Background: an optimization exercise with open tools, aiming at small area. Do not read the settings as production practice. The RTL was checked by simulation tests, not by an equivalence proof against the original design. Power figures rest on the tool's default switching activity, not on a simulated workload. The clock port is modelled as an ideal driver; clocking choices that lean on that would not hold on a real chip.

==> flow/design.v <==
module mcpu_ram_loader #(
    parameter int WORD_SIZE  = 8,
    parameter int ADDR_WIDTH = 8,
    parameter int LOAD_LEN   = 1 << ADDR_WIDTH
) (
    input  logic                  clk,
    input  logic                  reset,
    input  logic                  start,
    input  logic                  s_valid,
    input  logic [WORD_SIZE-1:0]  s_data,
    output logic                  s_ready,
    output logic                  we,
    output logic [WORD_SIZE-1:0]  datawr,
    output logic                  re,
    output logic [ADDR_WIDTH-1:0] addr,
    input  logic [WORD_SIZE-1:0]  datard,
    output logic [ADDR_WIDTH-1:0] instraddr,
    input  logic [WORD_SIZE-1:0]  instrrd,
    output logic                  busy,
    output logic                  done,
    output logic                  error,
    output logic [ADDR_WIDTH:0]   err_count,
    output logic [ADDR_WIDTH-1:0] first_err_addr
);
    typedef enum logic [2:0] {
        IDLE,
        LOAD_WAIT,
        WRITE,
        SETTLE,
        VERIFY,
        DONE
    } state_t;
    localparam int K  = 7;                   
    localparam int NR = 36;                  
    localparam int NB = K * NR;              
    localparam int NT = LOAD_LEN - NB;       
    localparam int D  = 4;                   
    localparam int UW = $clog2(K);
    localparam int PW = $clog2(D + 1);
    localparam int QW = $clog2(D);
    state_t                state, next_state;
    logic [ADDR_WIDTH-1:0] idx;
    logic [WORD_SIZE-1:0]  q [D];            
    logic [PW-1:0]         np;               
    logic [QW-1:0]         pos;              
    logic [UW-1:0]         u;                
    logic                  sh, hd;           
    logic [UW-1:0]         rsl;              
    logic [WORD_SIZE-1:0]  ring [NR][K];
    logic [WORD_SIZE-1:0]  din, ref_word;
    logic                  mismatch;
    logic                  accept, last_word, in_ring;
    assign accept    = (state == LOAD_WAIT) && s_valid;
    assign last_word = (idx == ADDR_WIDTH'(LOAD_LEN - 1));
    assign in_ring   = (idx < ADDR_WIDTH'(NB));
    assign din       = q[pos];
    always_comb begin
        if (in_ring) ref_word = ring[NR-1][rsl];
        else         ref_word = q[QW'(ADDR_WIDTH'(LOAD_LEN - 1) - idx)];
    end
    assign mismatch = (datard != ref_word) || (instrrd != ref_word);
    for (genvar i = 0; i < NR; i++) begin : g_ring
        logic [WORD_SIZE-1:0] prev;
        if (i == 0) begin : g_first
            assign prev = din;
        end else begin : g_next
            assign prev = ring[i-1][K-1];
        end
        always_ff @(posedge clk) begin
            ring[i][0] <= ({WORD_SIZE{sh}} & prev) | ({WORD_SIZE{hd}} & ring[i][K-1]);
            for (int j = 1; j < K; j++) ring[i][j] <= ring[i][j-1];
        end
    end
    always_ff @(posedge clk) begin
        if (accept) begin
            q[0] <= s_data;
            for (int j = 1; j < D; j++) q[j] <= q[j-1];
        end
    end
    logic          ins, sh_n;
    logic [PW-1:0] np1, np_n;
    logic [QW-1:0] pos_n;
    logic [UW-1:0] u_n;
    always_comb begin
        ins   = sh && (np != '0);
        np1   = np - PW'(ins);
        np_n  = np1 + PW'(accept && in_ring);
        if (np1 != '0) pos_n = pos - QW'(ins) + QW'(accept);
        else           pos_n = '0;
        u_n   = sh ? u : ((u == UW'(K - 1)) ? '0 : u + 1'b1);
        sh_n  = (u_n == '0) && ((np_n != '0) || next_state == VERIFY);
    end
    always_ff @(posedge clk or posedge reset) begin
        if (reset) begin
            u   <= '0;
            np  <= '0;
            pos <= '0;
            sh  <= 1'b0;
            hd  <= 1'b1;
            rsl <= '0;
        end else begin
            u   <= u_n;
            np  <= np_n;
            pos <= pos_n;
            sh  <= sh_n;
            hd  <= !sh_n;
            if (state == SETTLE) rsl <= (u_n == '0) ? UW'(K - 1) : u_n - 1'b1;
        end
    end
    always_ff @(posedge clk or posedge reset) begin
        if (reset) state <= IDLE;
        else       state <= next_state;
    end
    always_ff @(posedge clk or posedge reset) begin
        if (reset) begin
            idx            <= '0;
            err_count      <= '0;
            first_err_addr <= '0;
        end else begin
            case (state)
                IDLE, DONE: begin
                    if (start) begin
                        err_count      <= '0;
                        first_err_addr <= '0;
                    end
                end
                WRITE:     idx <= idx + 1'b1;
                VERIFY: begin
                    if (mismatch) begin
                        err_count <= err_count + 1'b1;
                        if (err_count == '0) first_err_addr <= idx;
                    end
                    idx <= idx + 1'b1;
                end
                default: ;
            endcase
        end
    end
    always_comb begin
        next_state = state;
        s_ready    = 1'b0;
        we         = 1'b0;
        re         = 1'b0;
        datawr     = '0;
        addr       = '0;
        instraddr  = '0;
        busy       = 1'b0;
        done       = 1'b0;
        error      = 1'b0;
        case (state)
            IDLE: if (start) next_state = LOAD_WAIT;
            LOAD_WAIT: begin
                s_ready = 1'b1;
                busy    = 1'b1;
                if (s_valid) next_state = WRITE;
            end
            WRITE: begin
                we         = 1'b1;
                datawr     = q[0];
                addr       = idx;
                busy       = 1'b1;
                next_state = last_word ? SETTLE : LOAD_WAIT;
            end
            SETTLE: begin
                busy       = 1'b1;
                next_state = VERIFY;
            end
            VERIFY: begin
                re        = 1'b1;
                addr      = idx;
                instraddr = idx;
                busy      = 1'b1;
                if (last_word) next_state = DONE;
            end
            DONE: begin
                done  = 1'b1;
                error = (err_count != '0);
                if (start) next_state = LOAD_WAIT;
            end
            default: next_state = IDLE;
        endcase
    end
endmodule
make LEC_CHECK=0 CAP_MARGIN=20 CORE_MARGIN=2 CORE_UTILIZATION=40 SLEW_MARGIN=20 finish   # period 10.0 ns
run.sh (not shown) runs the stock make flow with config.mk's settings and CLKGATE_MAP_FILE= SYNTH_SCRIPT=/design/flow/synth_recipe.tcl, a recipe that flattens the netlist after the stock synthesis.
Then changed:
==> flow/flow/run.sh (new file) <==
#!/bin/bash
# Standard ORFS layout, with a leaner clock tree: no dummy loads, clkbuf_8
# leaf buffers driving clusters of up to 16 flip-flops; and buf_1 port buffers.
set -euo pipefail
export CTS_ARGS="-sink_clustering_enable -repair_clock_nets -dont_use_dummy_load -sink_clustering_size 30 -sink_clustering_max_diameter 150"
bash standard.sh > standard.log 2>&1
==> flow/standard.sh (new file) <==
#!/bin/bash
# synth_recipe.tcl (not shown) runs the flow's synth.tcl, then flattens the netlist and writes it again
# the make line also repeats each setting of config.mk as NAME=value (left out here)
make -C /OpenROAD-flow-scripts/flow DESIGN_CONFIG=/design/flow/config.mk WORK_HOME=/design/flow/orfs CLKGATE_MAP_FILE= SYNTH_SCRIPT=/design/flow/synth_recipe.tcl "${@:-finish}"
removed: flow/run.sh
After rerunning: Via count drops by 4.8%; worst setup slack is better by 0.10 ns; area after synthesis is unchanged; global-route usage drops by 0.62 points; fmax climbs by 1.9%; total power drops by about 20%; utilization went down by 3.7 points.
Then changed:
--- a/flow/flow/run.sh
+++ b/flow/flow/run.sh
@@ -5 +5,2 @@
-export CTS_ARGS="-sink_clustering_enable -repair_clock_nets -dont_use_dummy_load -sink_clustering_size 30 -sink_clustering_max_diameter 150"
+export CTS_ARGS="-sink_clustering_enable -repair_clock_nets -dont_use_dummy_load -buf_list sky130_fd_sc_hd__clkbuf_8 -sink_clustering_size 16 -sink_clustering_max_diameter 60"
+export BUFFER_PORTS_ARGS="-buffer_cell sky130_fd_sc_hd__buf_1"
The changed run ran to the end with no violations.
Wire length climbs slightly.
Total power drops slightly.
Cell area drops slightly.
Setup slack gains 0.19 ns.
Cell count climbs slightly.
Clock skew hardly moves.
Synthesized area does not change.
Global-route usage climbs by 0.40 points.
Core utilization drops by 0.31 points.
Worst hold slack loses 0.033 ns.

[port drivers added, routing unchanged]
How much do the figures lean on ideal ports? The routed layouts below were timed once more, with nothing changed but the port constraints.
Step 1: set_driving_cell puts a clkbuf_16 on clk and a buf_2 on each other input, an assumption about the parent block.
Step 2 times the ports against the registers' clock, not the clock port: input delays grow and output delays shrink by t, the midpoint of the rising clock arrivals with the driver on.
a / b / c = no drivers / after step 1 / after step 2; a / b = the first two.
run	shift t [ns]	slack for setup (ns)	worst slew at a driven data input, ns	cell pins on the clock port's net
the first run	0.813	4.453 / 4.382 / 4.397	0.09	1
the second run	0.701	4.555 / 4.490 / 4.470	0.09	1
the third run	0.856	4.746 / 4.684 / 4.575	0.07	1
After both steps setup and hold are still met in every run listed. The setup slack of the third run, which loses most, moves by -0.062 ns with the drivers and by -0.171 ns with both steps.
